Context: an optimization exercise on an open-source flow, tuned for small area, a short achievable clock period and few clock cycles per item. The choices shown serve that exercise and are no tape-out recipe. Function was checked by simulation only, so behaviour that the tests miss may differ from the original.

==> flow/design.v (outline; a module is shown in full before it is edited, if it fits) <==
// module lfps_cfg_regs: 54 lines
// module lfps_ctrl: 35 lines
// module lfps_sense_sum: 14 lines
// module lfps_mean_lut: 30 lines
// module lfps_datapath: 286 lines
// module lfps_pid_mac: 1217 lines
// module line_follow_pid_steering: 57 lines
module line_follow_pid_steering #(
	parameter int unsigned SENSOR_COUNT = 8
) (
	input  logic                                 clk,
	input  logic                                 arst_n,
	input  logic                                 sensor_valid,
	output logic                                 sensor_ready,
	input  logic [lfps_pkg::SENSORS_MAX-1:0]     sensor_bits,
	output logic                                 wheel_valid,
	input  logic                                 wheel_ready,
	output logic [lfps_pkg::SPEED_W-1:0]         left_drive,
	output logic [lfps_pkg::SPEED_W-1:0]         right_drive,
	output logic [lfps_pkg::ERR_W-1:0]           error_out,
	input  logic                                 psel,
	input  logic                                 penable,
	input  logic                                 pwrite,
	input  logic [lfps_pkg::APB_ADDR_W-1:0]      paddr,
	input  logic [lfps_pkg::APB_DATA_W-1:0]      pwdata,
	output logic [lfps_pkg::APB_DATA_W-1:0]      prdata,
	output logic                                 pready
);
  // ...
==> flow/run.sh <==
#!/bin/bash
# synth_recipe.tcl (not shown) runs the flow's synth.tcl, then flattens the netlist and writes it again
# the make line also repeats each setting of config.mk as NAME=value (left out here)
make -C /OpenROAD-flow-scripts/flow DESIGN_CONFIG=/design/flow/config.mk WORK_HOME=/design/flow/orfs CLKGATE_MAP_FILE= SYNTH_SCRIPT=/design/flow/synth_recipe.tcl finish
==> flow/config.mk <==
export PLATFORM = sky130hd
export DESIGN_NAME = line_follow_pid_steering
export DESIGN_NICKNAME = line_follow_pid_steering
export VERILOG_FILES = /design/flow/design.v
export SDC_FILE = /design/flow/constraint.sdc
export NUM_CORES = 4
export LEC_CHECK = 0
export ABC_AREA = 1
export CAP_MARGIN = 20
export CORE_MARGIN = 2
export CORE_UTILIZATION = 40
export SETUP_SLACK_MARGIN = 4.35
export SLEW_MARGIN = 20
==> flow/constraint.sdc <==
create_clock -name core_clock -period 9.0 [get_ports {clk}]
set_input_delay 1.8000 -clock core_clock [delete_from_list [all_inputs] [get_ports {clk}]]
set_output_delay 1.8000 -clock core_clock [all_outputs]
set_load 0.01 [all_outputs]
==> flow_summary.ini, run 1 <==
[timing]
timing.final.ws_setup_ns = 4.29
max_freq_mhz = 212
setup_viol = 0
slew-limit-headroom = 0.293
min_period_ns = 4.71
rsz0062_at_grt = true

[synth]
synth.avg_cell_area_um2 = 8.06
yosys.area_share.simple = 0.155
synth_top_area_frac = 0.156
synth_compound_area_frac = 0.163
synth_ff_type = edfxtp_1
synth_top_family_by_area = adder cells
async_flop_share = 0.355
synthMuxAreaShare = 0.00141

[min_path]
min_path_cells = 0
hold_start = u_datapath.s5_raw_q[7]$_DFFE_PN_
hp-class = reg -> reg

[clock_network]
root_buffer = clkbuf_16
htreeDepth = 2

[final_layout]
final_common_cell = nand2_1
buffers = 440
nClkBuffers = 74
num_antenna_cells = 0
nFillCells = 12100
non_clock_buffer_area_share = 0.0712
nNonClkInverters = 1001
postLayoutCoreUtil = 0.478
area_delta_synth_final_pct = 18.7

[global_routing]
grt_usage = 0.276
overflow = 0
grt_first_pass_wirelength_um = 275000
met2_usage = 0.431
antenna_found_initial = 5

[routing]
met2RoutedLength_um = 82100
ant_nets = 0
drt_iter0_drc = 4809

[run_status]
outcome = timing/DRC/antenna clean

[setup_path]
r2r-start = u_datapath.integ_q[1]$_DFFE_PN0P_
worst_path_most_repeated_cell = fa_1
crit_path_top_delay_cell = dfrtp_4
required_ns = 9.42
cp-endpoint = u_datapath.s3_b_q[24]$_DFFE_PN_
Testbench counts, summed over its fixed seeds: cycles 2,104, items 2,048.
==> run 2: changes to the inputs <==
--- a/flow/config.mk
+++ b/flow/config.mk
@@ -11,3 +11,4 @@
 export CORE_UTILIZATION = 40
 export SETUP_SLACK_MARGIN = 4.35
 export SLEW_MARGIN = 20
+export TNS_END_PERCENT = 10
==> flow_summary.ini, run 2 <==
[final_layout]
largest_register_ffs = 141
top_regs = u_cfg_regs.cfg_q: 141 flops, u_cfg_regs.rd_q: 48 flops
drive_above_1_share = 0.0936
final_nets = 7219
nFillCells = 12300
area_delta_synth_final_pct = 15.0
largest_register = u_cfg_regs.cfg_q
final_common_cell = nand2_1
layout.cells.non_filler = 8141
final_cell_mix = 988 x nand2_1, 909 x inv_1, 487 x xor2_1

[setup_path]
crit_path_top_delay_cell = edfxtp_1
path_cells = inv_1 > xor2_1 > fa_1 > fa_1 > fa_1 > inv_1 > fa_1 > inv_1 > fa_1 > inv_1 > fa_1
crit_type = reg -> reg
crit_fanout = 12
crit_family = adder cells
cp_num_buf_inv = 4
worst_path_largest_cell_delay_ns = 0.75
start_kind = flip-flop
required_ns = 9.42
crit_arrival_ns = 5.28
cp-end-kind = flip-flop
worst_path_most_repeated_cell = fa_1

[timing]
slew-limit-headroom = 0.314
maxSlewViolCount = 0
max_freq_mhz = 206
timing.final.ws_setup_ns = 4.15
hold_ws_ns = 0.415
setup_viol = 0
period_share = 0.539
worst_pin_slew_ns = 1.03
min_period_ns = 4.85
rsz0062_at_grt = true
final-hold-violation-count = 0
fin_skew_ns = 0.0541
finalSetupTns_ns = 0

[synth]
yosysMostFrequentCell = nand2_1
async_flop_share = 0.355
synth_top_area_frac = 0.156
synth_ff_type = edfxtp_1
ys_top_cells_by_area = edfxtp_1 16%, fa_1 13%, ha_1 9.0%
ys_seq_area_frac = 0.270
synth.avg_cell_area_um2 = 8.06
ys_top_cells_by_count = 1022 x nand2_1, 943 x inv_1, 490 x xor2_1
syn_inst = 6286
yosys_warnings = 4
synth_area_leader_cell = edfxtp_1
synth-edff-count = 263
synth.ff_latch_count = 507
syn_area_um2 = 50700
netlist-cell-type-count = 74

[global_routing]
grt_pass1_vias = 43500
grt_first_pass_wirelength_um = 273000
overflow = 0
grt_max_degree = 139
grt_usage = 0.274
antenna_found_initial = 5

[clock_network]
clk_pin_slew_worst_paths_ns = 0.06
numClockSinks = 507
cts_buffer_depth = 3
root_buffer = clkbuf_16
ctsHoldBuffers = 0
htreeDepth = 2
clk_latency_ns = 0.68
numCtsBuffers = 60
cts_tree = built

[die]
die_x_um = 360
die_y_um = 360
rows = 130
fp.dieArea_um2 = 130000
pin_count = 194
core-area_um2 = 126000
initial_core_util = 0.403

[routing]
route.top_layer_used = met5
viasPerCell = 5.65
wl_met1_um = 78300
vias = 46000
met2RoutedLength_um = 82000
wl_um = 184000
drc = 0
ant_nets = 0
dr.pass1.iters = 8
drt_iter0_drc = 4811
met3WireLength_um = 14700
wl_per_cell_um = 22.6

[place]
routabilityCongestion = 0.977
dp_hpwl_um = 140000
dp_slack_ns = 2.50
placedCellCount = 7882
port_buffers = 157

[run_status]
outcome = timing/DRC/antenna clean

[min_path]
hp-class = reg -> reg

[run]
cap_violations = 0
==> run 2: cell counts after synthesis <==
No cell type changed its count.
==> run 2: worst paths after layout <==
| check | startpoint | end | slack [ns] | cells past startpoint |
|---|---|---|---|---|
| worst max-delay path | u_datapath.s2_db_q[11]$_DFFE_PN_ | u_datapath.s3_b_q[20]$_DFFE_PN_ | 4.15 | 11 |
| worst min-delay path | u_datapath.s4_raw_q[0]$_DFFE_PN_ | u_datapath.s5_raw_q[0]$_DFFE_PN_ | 0.41 | 0 |
| worst max register to register | u_datapath.s2_db_q[11]$_DFFE_PN_ | u_datapath.s3_b_q[20]$_DFFE_PN_ | 4.15 | 11 |
| worst min register to register | u_datapath.s4_raw_q[0]$_DFFE_PN_ | u_datapath.s5_raw_q[0]$_DFFE_PN_ | 0.41 | 0 |
| max in group asynchronous | arst_n | u_cfg_regs.cfg_q[140]$_DFFE_PN0P_ | 6.43 | 2 |
| min in group asynchronous | arst_n | u_cfg_regs.cfg_q[32]$_DFFE_PN0P_ | 1.20 | 1 |
==> run 2: timing repair <==
item	in CTS	in global routing
endpoints found under the hold margin	0	0
endpoints found under the setup margin	60	50
setup buffers	71	61
resized for setup	186	159
pin swaps	31	53
cloned	4	5
==> run 2: stage by stage <==
step	instance area, µm²	utilization
2_1_floorplan	50700	-
3_3_place_gp	53600	0.427
3_5_place_dp	53600	0.427
4_1_cts	56900	0.453
5_1_grt	58300	0.463
6_report	58300	0.464
==> run 2: logic make-up (layout without fill, tap and decap cells) <==
kind of cell | after synthesis | count (layout) | synth area share
DFF | 507 | 507 | 0.270
xor gates and xnor gates | 528 | 528 | 0.0912
AOI/OAI and AO/OA | 1392 | 1392 | 0.163
adders and majority gates | 698 | 698 | 0.222
and+or+nand+nor | 1876 | 1879 | 0.155
other | 2 | 21 | 0.000148
muxes | 7 | 7 | 0.00141
buffers and inverters | 1276 | 1459 | 0.0972
==> run 2: cell type report <==
cell class              instances  area [µm²]  share of cell area
repair buffers                347        3290              0.0565
clock inverters                37         329             0.00565
multi-input cells            4521       33300               0.571
repair inverters                2        20.0            0.000343
clock buffers                  76        1710              0.0293
well taps                    1650        2060              0.0354
flip-flops and latches        507       13700               0.235
diodes                          4        10.0            0.000172
inverters                     997        3870              0.0664
==> run 2: per-layer routing <==
layer	GRT usage	vias to the layer above
met3	0.0425	447
met2	0.430	2090
met5	0	-
met4	0.116	4
li1	-	21200
met1	0.375	22300
==> run 3: changes to the inputs <==
--- a/flow/config.mk
+++ b/flow/config.mk
@@ -9,6 +9,5 @@
 export CAP_MARGIN = 20
 export CORE_MARGIN = 2
 export CORE_UTILIZATION = 40
-export SETUP_SLACK_MARGIN = 4.35
+export SETUP_SLACK_MARGIN = 4.5
 export SLEW_MARGIN = 20
-export TNS_END_PERCENT = 10
==> flow_summary.ini, run 3 <==
[setup_path]
crit_fanout = 7
required_ns = 9.41
r2r-start = u_datapath.integ_q[1]$_DFFE_PN0P_
crit_arrival_ns = 5.12
start_kind = flip-flop
cp-end-kind = flip-flop
crit_type = reg -> reg
crit_start = u_datapath.integ_q[1]$_DFFE_PN0P_

[synth]
ys_top_cells_by_area = edfxtp_1 16%, fa_1 13%, ha_1 9.0%
yosys_warnings = 4
netlist-cell-type-count = 74
synth_top_area_frac = 0.156
syn_inst = 6286
synth_ff_type = edfxtp_1
ys_top_cells_by_count = 1022 x nand2_1, 943 x inv_1, 490 x xor2_1
synth_area_leader_cell = edfxtp_1
ys_seq_area_frac = 0.270
async_flop_share = 0.355
synth.ff_latch_count = 507
synth.avg_cell_area_um2 = 8.06
yosysMostFrequentCell = nand2_1
synth-edff-count = 263
syn_area_um2 = 50700

[clock_network]
clk_pin_slew_worst_paths_ns = 0.07
ctsHoldBuffers = 0
cts_tree = built
htreeDepth = 2
cts_buffer_depth = 3
clk_latency_ns = 0.68
root_buffer = clkbuf_16
numClockSinks = 507
numCtsBuffers = 56

[routing]
drc = 0
viasPerCell = 5.66
ant_nets = 0
drt_iter0_drc = 4876
vias = 46900
wl_per_cell_um = 22.8
wl_um = 189000
dr.pass1.iters = 6

[run]
cap_violations = 0

[final_layout]
design_area_um2 = 60700
final_nets = 7365
largest_register = u_cfg_regs.cfg_q
final_cell_mix = 993 x nand2_1, 825 x inv_1, 478 x xor2_1
drive_above_1_share = 0.145
top_regs = u_cfg_regs.cfg_q: 141 flops, u_cfg_regs.rd_q: 48 flops
area_delta_synth_final_pct = 19.7
largest_register_ffs = 141
final_common_cell = nand2_1

[place]
placed_cell_area_um2 = 53800
routabilityCongestion = 0.980
port_buffers = 157
dp_hpwl_um = 141000

[die]
core-area_um2 = 126000
rows = 130
die_y_um = 360
fp.dieArea_um2 = 130000
die_x_um = 360
initial_core_util = 0.403
pin_count = 194

[timing]
period_share = 0.523
min_period_ns = 4.71
fin_skew_ns = 0.0431
rsz0062_at_grt = true
worst_pin_slew_ns = 1.09
setup_viol = 0
maxSlewViolCount = 0
final-hold-violation-count = 0
finalSetupTns_ns = 0
max_freq_mhz = 212
slew-limit-headroom = 0.266

[global_routing]
overflow = 0
grt_first_pass_wirelength_um = 279000
grt_max_degree = 118
grt_usage = 0.282
antenna_found_initial = 7
grt_pass1_vias = 44600

[min_path]
hold_start = u_datapath.s2_raw_q[9]$_DFFE_PN_
hp-class = reg -> reg

[run_status]
outcome = timing/DRC/antenna clean
-- run 3: final timing paths --
check	to	depth (start not counted)	slack (ns)
setup / recovery	u_datapath.s3_b_q[17]$_DFFE_PN_	17	4.29
min in group asynchronous	u_cfg_regs.cfg_q[35]$_DFFE_PN0P_	1	1.12
setup reg to reg	u_datapath.s3_b_q[17]$_DFFE_PN_	17	4.29
hold reg to reg	u_datapath.s3_raw_q[9]$_DFFE_PN_	0	0.41
max in group asynchronous	u_datapath.integ_q[4]$_DFFE_PN0P_	2	6.37
hold / removal	u_datapath.s3_raw_q[9]$_DFFE_PN_	0	0.41
-- run 3: critical path: stages, from the launching register on --
cell and delay, ns:
dfrtp_4 0.55, nand2_4 0.09, buf_4 0.11, nor2_4 0.04, a21oi_4 0.17, buf_12 0.17
buf_8 0.16, o22ai_2 0.07, xor2_1 0.17, fa_1 0.53, fa_1 0.44, fa_2 0.54
inv_1 0.05, fa_1 0.35, inv_1 0.08, fa_1 0.43, inv_1 0.09, fa_2 0.42
-- run 3: metal layers --
layer	track usage	routed length (µm)	up-vias
met5	0	82	-
li1	-	-	21500
met4	0.141	10700	6
met1	0.379	78500	22700
met3	0.0422	15600	510
met2	0.441	84300	2192
-- run 3: cells by family (layout without fill, tap and decap cells) --
| family | after synthesis | count (layout) | share of synthesized area |
|---|---|---|---|
| and+or+nand+nor | 1876 | 1880 | 0.155 |
| AOI/OAI and AO/OA | 1392 | 1392 | 0.163 |
| buffers and inverters | 1276 | 1601 | 0.0972 |
| adders and majority gates | 698 | 698 | 0.222 |
| xor gates and xnor gates | 528 | 528 | 0.0912 |
| DFF | 507 | 507 | 0.270 |
| muxes | 7 | 7 | 0.00141 |
| other | 2 | 20 | 0.000148 |
-- run 3: final cells by class --
cell class                      instances  area (µm²)
Timing Repair Buffer                  489        4880
Sequential cell                       507       13700
Inverter                              997        4110
Fill cell                           12100       65100
Clock buffer                           71        1580
Antenna cell                            3        7.51
Timing Repair inverter                  9        80.1
Clock inverter                         35         377
Tap cell                             1650        2060
Multi-Input combinational cell       4522       33900
-- run 3: timing repair --
action	in CTS	in global routing
endpoints found under the setup margin	58	50
buffers inserted	149	122
resized for setup	380	231
cloned	13	7
pin swaps	64	139
-- run 3: metrics by stage --
| step | utilization | setup slack [ns] | cells | hold WS (ns) |
|---|---|---|---|---|
| CTS | 0.466 | 4.35 | 8151 | 0.415 |
| global route | 0.482 | 4.08 | 8281 | 0.421 |
| floorplan | - | 2.26 | 6301 | 0.400 |
| finish | 0.483 | 4.29 | 8283 | 0.413 |
| global placement | 0.428 | 2.61 | 7883 | 0.400 |
| detailed placement | 0.428 | 2.57 | 7883 | 0.405 |

[separate check: timing with driven ports]
No port has a modelled driver above. Below, the same layouts with a new extraction and two added sets of constraints. Step 1 assumes that a clkbuf_16 drives the clock port and a buf_2 every other input. Step 2 times the ports against the registers' clock, not the clock port: input delays grow and output delays shrink by t, the midpoint of the rising clock arrivals with the driver on. a / b / c = ideal / step 1 / step 2; a / b = the first two.
run	shift t [ns]	setup slack, ns	worst register clock-pin slew, ns
run 1	0.752	4.293 / 4.293 / 3.845	0.07 / 0.07
run 2	0.728	4.146 / 4.146 / 4.130	0.07 / 0.07
run 3	0.736	4.292 / 4.292 / 4.115	0.08 / 0.08
After both steps setup and hold are still met in every run listed. For run 1, which loses most, drivers alone change the setup slack by 0.000 ns; drivers and shift together by -0.448 ns.
